What follows belongs to an exercise in optimizing a design on an open flow for small area; a production flow would make more cautious choices. Function was checked by simulation only, so behaviour that the tests miss may differ from the original. Power is estimated from default activity; no workload was simulated.

==> flow/design.v <==
module i2c_burst_mem #(
    parameter int DATA_W = 8,
    parameter int ADDR_W = 7
) (
    input  logic              clk,
    input  logic              reset,
    input  logic              start,
    input  logic              stop,
    input  logic              rw,
    input  logic              rx_valid,
    input  logic [DATA_W-1:0] rx_data,
    input  logic              tx_req,
    input  logic              wp,
    output logic              tx_valid,
    output logic [DATA_W-1:0] tx_data,
    output logic              ack,
    output logic [ADDR_W-1:0] ptr,
    output logic              busy
);
    localparam int DEPTH = 1 << ADDR_W;
    localparam int NP    = DEPTH / 2;      
    localparam int PW    = ADDR_W - 1;     
    localparam logic [1:0] IDLE = 2'b00, ADDR = 2'b01, WRITE = 2'b10, READ = 2'b11;
    logic [1:0]        state;
    logic [1:0]        p;                  
    logic              c1, c2;             
    logic              dp;                 
    logic [DATA_W-1:0] hd;                 
    logic              bus_ctrl, rx_ev, tx_ev, wr_en;
    logic              imm, wnow, in_g, pol_w;
    logic [1:0]        pn;
    logic [PW-1:0]     tp;                 
    logic [PW-1:0]     rp;                 
    logic [ADDR_W-1:0] ra;                 
    logic              pol_g;
    logic [DATA_W-1:0] gv;                 
    logic [DATA_W-1:0] pf;                 
    logic [DATA_W-1:0] wd, dw, rd;
    logic [NP-1:0]     en_n, hn, selg_n;
    logic [DATA_W-1:0] g [NP];
    logic [DATA_W-1:0] f [NP];
    logic [DATA_W-1:0] y [NP/2];
    assign busy     = state != IDLE;
    assign bus_ctrl = start | stop;
    assign rx_ev    = rx_valid & ~bus_ctrl;
    assign tx_ev    = tx_req & ~bus_ctrl;
    assign wr_en    = (state == WRITE) & rx_ev & ~wp;
    assign in_g = ptr[0] == p[0];
    assign imm  = ~in_g;
    assign wnow = (wr_en & imm) | dp;
    assign tp   = ptr[ADDR_W-1:1] - PW'(dp & ~ptr[0]);
    assign ra   = in_g ? ptr : ptr + ADDR_W'(1);
    assign rp   = ra[ADDR_W-1:1];
    assign pn    = p + 2'd1;
    assign pol_w = pn[0] ^ pn[1];
    assign wd    = dp ? hd : rx_data;
    assign dw    = wnow ? ~(wd ^ {DATA_W{pol_w}}) : '1;
    localparam int LA = PW / 2;
    localparam int NA = 1 << LA;
    localparam int NB = NP / NA;
    logic [NA-1:0] ta, twa, ra_a;
    logic [NB-1:0] tb, twb, rb;
    for (genvar i = 0; i < NA; i++) begin : g_pa
        assign ta[i]  = tp[LA-1:0] == LA'(i);
        assign twa[i] = (wnow & ta[i]) | c2;
        assign ra_a[i] = rp[LA-1:0] == LA'(i);
    end
    for (genvar j = 0; j < NB; j++) begin : g_pb
        assign tb[j]  = tp[PW-1:LA] == (PW-LA)'(j);
        assign twb[j] = tb[j] | c2;
        assign rb[j]  = rp[PW-1:LA] == (PW-LA)'(j);
    end
    for (genvar k = 0; k < NP; k++) begin : g_pair
        assign en_n[k]   = ~(ta[k%NA] & tb[k/NA]);
        assign hn[k]     = twa[k%NA] & twb[k/NA];
        assign selg_n[k] = ~(ra_a[k%NA] & rb[k/NA]);
        for (genvar b = 0; b < DATA_W; b++) begin : g_bit
            i2c_burst_mem_cell u_cell (
                .clk(clk), .hn(hn[k]), .en_n(en_n[k]), .dw(dw[b]),
                .g(g[k][b]), .f(f[k][b])
            );
        end
    end
    for (genvar q = 0; q < NP/2; q++) begin : g_rsel
        for (genvar b = 0; b < DATA_W; b++) begin : g_bit
            i2c_burst_mem_rsel u_rsel (
                .s0(g[2*q][b]), .sel0_n(selg_n[2*q]),
                .s1(g[2*q+1][b]), .sel1_n(selg_n[2*q+1]),
                .y(y[q][b])
            );
        end
    end
    logic [DATA_W-1:0] ry;
    always_comb begin
        ry = '0;
        for (int q = 0; q < NP/2; q++)
            ry = ry | y[q];
    end
    assign pol_g = p[0] ^ p[1];
    assign gv    = ~ry ^ {DATA_W{pol_g}};
    assign rd    = (in_g ? gv : pf) & {DATA_W{~c2}};
    always_ff @(posedge clk or posedge reset) begin
        if (reset) begin
            p  <= 2'd2;
            c1 <= 1'b1;
            c2 <= 1'b1;
            dp <= 1'b0;
        end else begin
            p  <= pn;
            c1 <= 1'b0;
            c2 <= c1;
            dp <= wr_en & ~imm;
        end
    end
    always_ff @(posedge clk) begin
        hd <= rx_data;
        pf <= gv;
    end
    always_ff @(posedge clk or posedge reset) begin
        if (reset) begin
            state    <= IDLE;
            ptr      <= '0;
            ack      <= 1'b0;
            tx_valid <= 1'b0;
            tx_data  <= '0;
        end else begin
            tx_valid <= 1'b0;
            if (start) begin
                state <= rw ? READ : ADDR;
            end else if (stop) begin
                state <= IDLE;
            end else begin
                case (state)
                    ADDR: if (rx_ev) begin
                        ptr   <= rx_data[ADDR_W-1:0];
                        ack   <= 1'b1;
                        state <= WRITE;
                    end
                    WRITE: if (rx_ev) begin
                        ptr <= ptr + ADDR_W'(1);
                        ack <= ~wp;
                    end
                    READ: if (tx_ev) begin
                        tx_data  <= rd;
                        tx_valid <= 1'b1;
                        ptr      <= ptr + ADDR_W'(1);
                    end
                    default: ;
                endcase
            end
        end
    end
endmodule
module i2c_burst_mem_cell (
    input  logic clk,
    input  logic hn,
    input  logic en_n,
    input  logic dw,
    output logic g,
    output logic f
);
    always_ff @(posedge clk) begin
        g <= ~((f | hn) & (dw | en_n));
        f <= g;
    end
endmodule
module i2c_burst_mem_rsel (
    input  logic s0,
    input  logic sel0_n,
    input  logic s1,
    input  logic sel1_n,
    output logic y
);
    assign y = ~((s0 | sel0_n) & (s1 | sel1_n));
endmodule
==> flow/config.mk <==
export PLATFORM = sky130hd
export DESIGN_NAME = i2c_burst_mem
export DESIGN_NICKNAME = i2c_burst_mem
export VERILOG_FILES = /design/flow/design.v
export SDC_FILE = /design/flow/constraint.sdc
export NUM_CORES = 4
export LEC_CHECK = 0
export CAP_MARGIN = 20
export CORE_MARGIN = 2
export CORE_UTILIZATION = 40
export CTS_BUF_LIST = sky130_fd_sc_hd__clkbuf_16
export CTS_CLUSTER_DIAMETER = 120
export CTS_CLUSTER_SIZE = 25
export SLEW_MARGIN = 20
export SYNTH_HIERARCHICAL = 1
export SYNTH_MINIMUM_KEEP_SIZE = 0
==> flow/constraint.sdc <==
create_clock -name core_clock -period 5.0 [get_ports {clk}]
set_input_delay 1.0000 -clock core_clock [delete_from_list [all_inputs] [get_ports {clk}]]
set_output_delay 1.0000 -clock core_clock [all_outputs]
set_load 0.01 [all_outputs]
run.sh (not shown) runs the stock make flow with config.mk's settings and CLKGATE_MAP_FILE= SYNTH_SCRIPT=/design/flow/synth_recipe.tcl, a recipe that flattens the netlist after the stock synthesis.
The starting point completed with no timing, DRC or antenna violations.
Rerun with:
--- a/flow/design.v
+++ b/flow/design.v
@@ -28,17 +28,13 @@
     logic [DATA_W-1:0] hd;                 
     logic              bus_ctrl, rx_ev, tx_ev, wr_en;
-    logic              imm, wnow, in_g, pol_w;
+    logic              imm, wnow, in_g, pol_w, pol_r;
     logic [1:0]        pn;
     logic [PW-1:0]     tp;                 
     logic [PW-1:0]     rp;                 
-    logic [ADDR_W-1:0] ra;                 
-    logic              pol_g;
-    logic [DATA_W-1:0] gv;                 
-    logic [DATA_W-1:0] pf;                 
     logic [DATA_W-1:0] wd, dw, rd;
-    logic [NP-1:0]     en_n, hn, selg_n;
+    logic [NP-1:0]     en_n, hn, selg_n, self_n;
     logic [DATA_W-1:0] g [NP];
     logic [DATA_W-1:0] f [NP];
-    logic [DATA_W-1:0] y [NP/2];
+    logic [DATA_W-1:0] y [NP];
     assign busy     = state != IDLE;
     assign bus_ctrl = start | stop;
@@ -50,19 +46,19 @@
     assign wnow = (wr_en & imm) | dp;
     assign tp   = ptr[ADDR_W-1:1] - PW'(dp & ~ptr[0]);
-    assign ra   = in_g ? ptr : ptr + ADDR_W'(1);
-    assign rp   = ra[ADDR_W-1:1];
+    assign rp   = ptr[ADDR_W-1:1];
     assign pn    = p + 2'd1;
     assign pol_w = pn[0] ^ pn[1];
     assign wd    = dp ? hd : rx_data;
     assign dw    = wnow ? ~(wd ^ {DATA_W{pol_w}}) : '1;
-    localparam int LA = PW / 2;
+    localparam int LA = 3;
     localparam int NA = 1 << LA;
     localparam int NB = NP / NA;
-    logic [NA-1:0] ta, twa, ra_a;
+    logic [NA-1:0] ta, twa, rga, rfa;
     logic [NB-1:0] tb, twb, rb;
     for (genvar i = 0; i < NA; i++) begin : g_pa
         assign ta[i]  = tp[LA-1:0] == LA'(i);
         assign twa[i] = (wnow & ta[i]) | c2;
-        assign ra_a[i] = rp[LA-1:0] == LA'(i);
+        assign rga[i] = (rp[LA-1:0] == LA'(i)) & in_g;
+        assign rfa[i] = (rp[LA-1:0] == LA'(i)) & ~in_g;
     end
     for (genvar j = 0; j < NB; j++) begin : g_pb
@@ -74,5 +70,6 @@
         assign en_n[k]   = ~(ta[k%NA] & tb[k/NA]);
         assign hn[k]     = twa[k%NA] & twb[k/NA];
-        assign selg_n[k] = ~(ra_a[k%NA] & rb[k/NA]);
+        assign selg_n[k] = ~(rga[k%NA] & rb[k/NA]);
+        assign self_n[k] = ~(rfa[k%NA] & rb[k/NA]);
         for (genvar b = 0; b < DATA_W; b++) begin : g_bit
             i2c_burst_mem_cell u_cell (
@@ -80,12 +77,8 @@
                 .g(g[k][b]), .f(f[k][b])
             );
-        end
-    end
-    for (genvar q = 0; q < NP/2; q++) begin : g_rsel
-        for (genvar b = 0; b < DATA_W; b++) begin : g_bit
             i2c_burst_mem_rsel u_rsel (
-                .s0(g[2*q][b]), .sel0_n(selg_n[2*q]),
-                .s1(g[2*q+1][b]), .sel1_n(selg_n[2*q+1]),
-                .y(y[q][b])
+                .s0(g[k][b]), .sel0_n(selg_n[k]),
+                .s1(f[k][b]), .sel1_n(self_n[k]),
+                .y(y[k][b])
             );
         end
@@ -94,10 +87,9 @@
     always_comb begin
         ry = '0;
-        for (int q = 0; q < NP/2; q++)
-            ry = ry | y[q];
+        for (int k = 0; k < NP; k++)
+            ry = ry | y[k];
     end
-    assign pol_g = p[0] ^ p[1];
-    assign gv    = ~ry ^ {DATA_W{pol_g}};
-    assign rd    = (in_g ? gv : pf) & {DATA_W{~c2}};
+    assign pol_r = in_g ? (p[0] ^ p[1]) : p[1];
+    assign rd    = (~ry ^ {DATA_W{pol_r}}) & {DATA_W{~c2}};
     always_ff @(posedge clk or posedge reset) begin
         if (reset) begin
@@ -113,8 +105,6 @@
         end
     end
-    always_ff @(posedge clk) begin
+    always_ff @(posedge clk)
         hd <= rx_data;
-        pf <= gv;
-    end
     always_ff @(posedge clk or posedge reset) begin
         if (reset) begin
After rerunning:
- sequential share of layout area is lower by 3.7 points
- worst setup slack got worse by 140 ps
- critical path depth is lower by 3
- wire length is higher by about 17%
- cell area is higher by about 5%
- die area is higher by about 6%
- count of clock-buffer cells in the layout is lower by 1
- power is lower by 12%
- non-clock buffer count is lower by 26

-- separate check: timing with driven ports --
In the flow no input, the clock included, has a driving cell. The finished layouts below were timed again as built, in two steps.
Step 1 sets driving cells, clkbuf_16 on the clock port and buf_2 on the other inputs (assumed; they add their load-dependent delay and slew).
Step 2 also shifts input and output timing later by t, the mid clock arrival at the registers, as if the neighbouring blocks saw the same clock.
Slacks: ideal ports / drivers / drivers and shift; pairs: ideal ports / drivers.
run | t, ns | slack for setup (ns) | worst data-port slew with drivers (ns)
the first run | 0.681 | 0.429 / 0.429 / 0.429 | 0.06
the second run | 0.697 | 0.289 / 0.289 / 0.289 | 0.04
After both steps setup and hold are still met in every run listed.
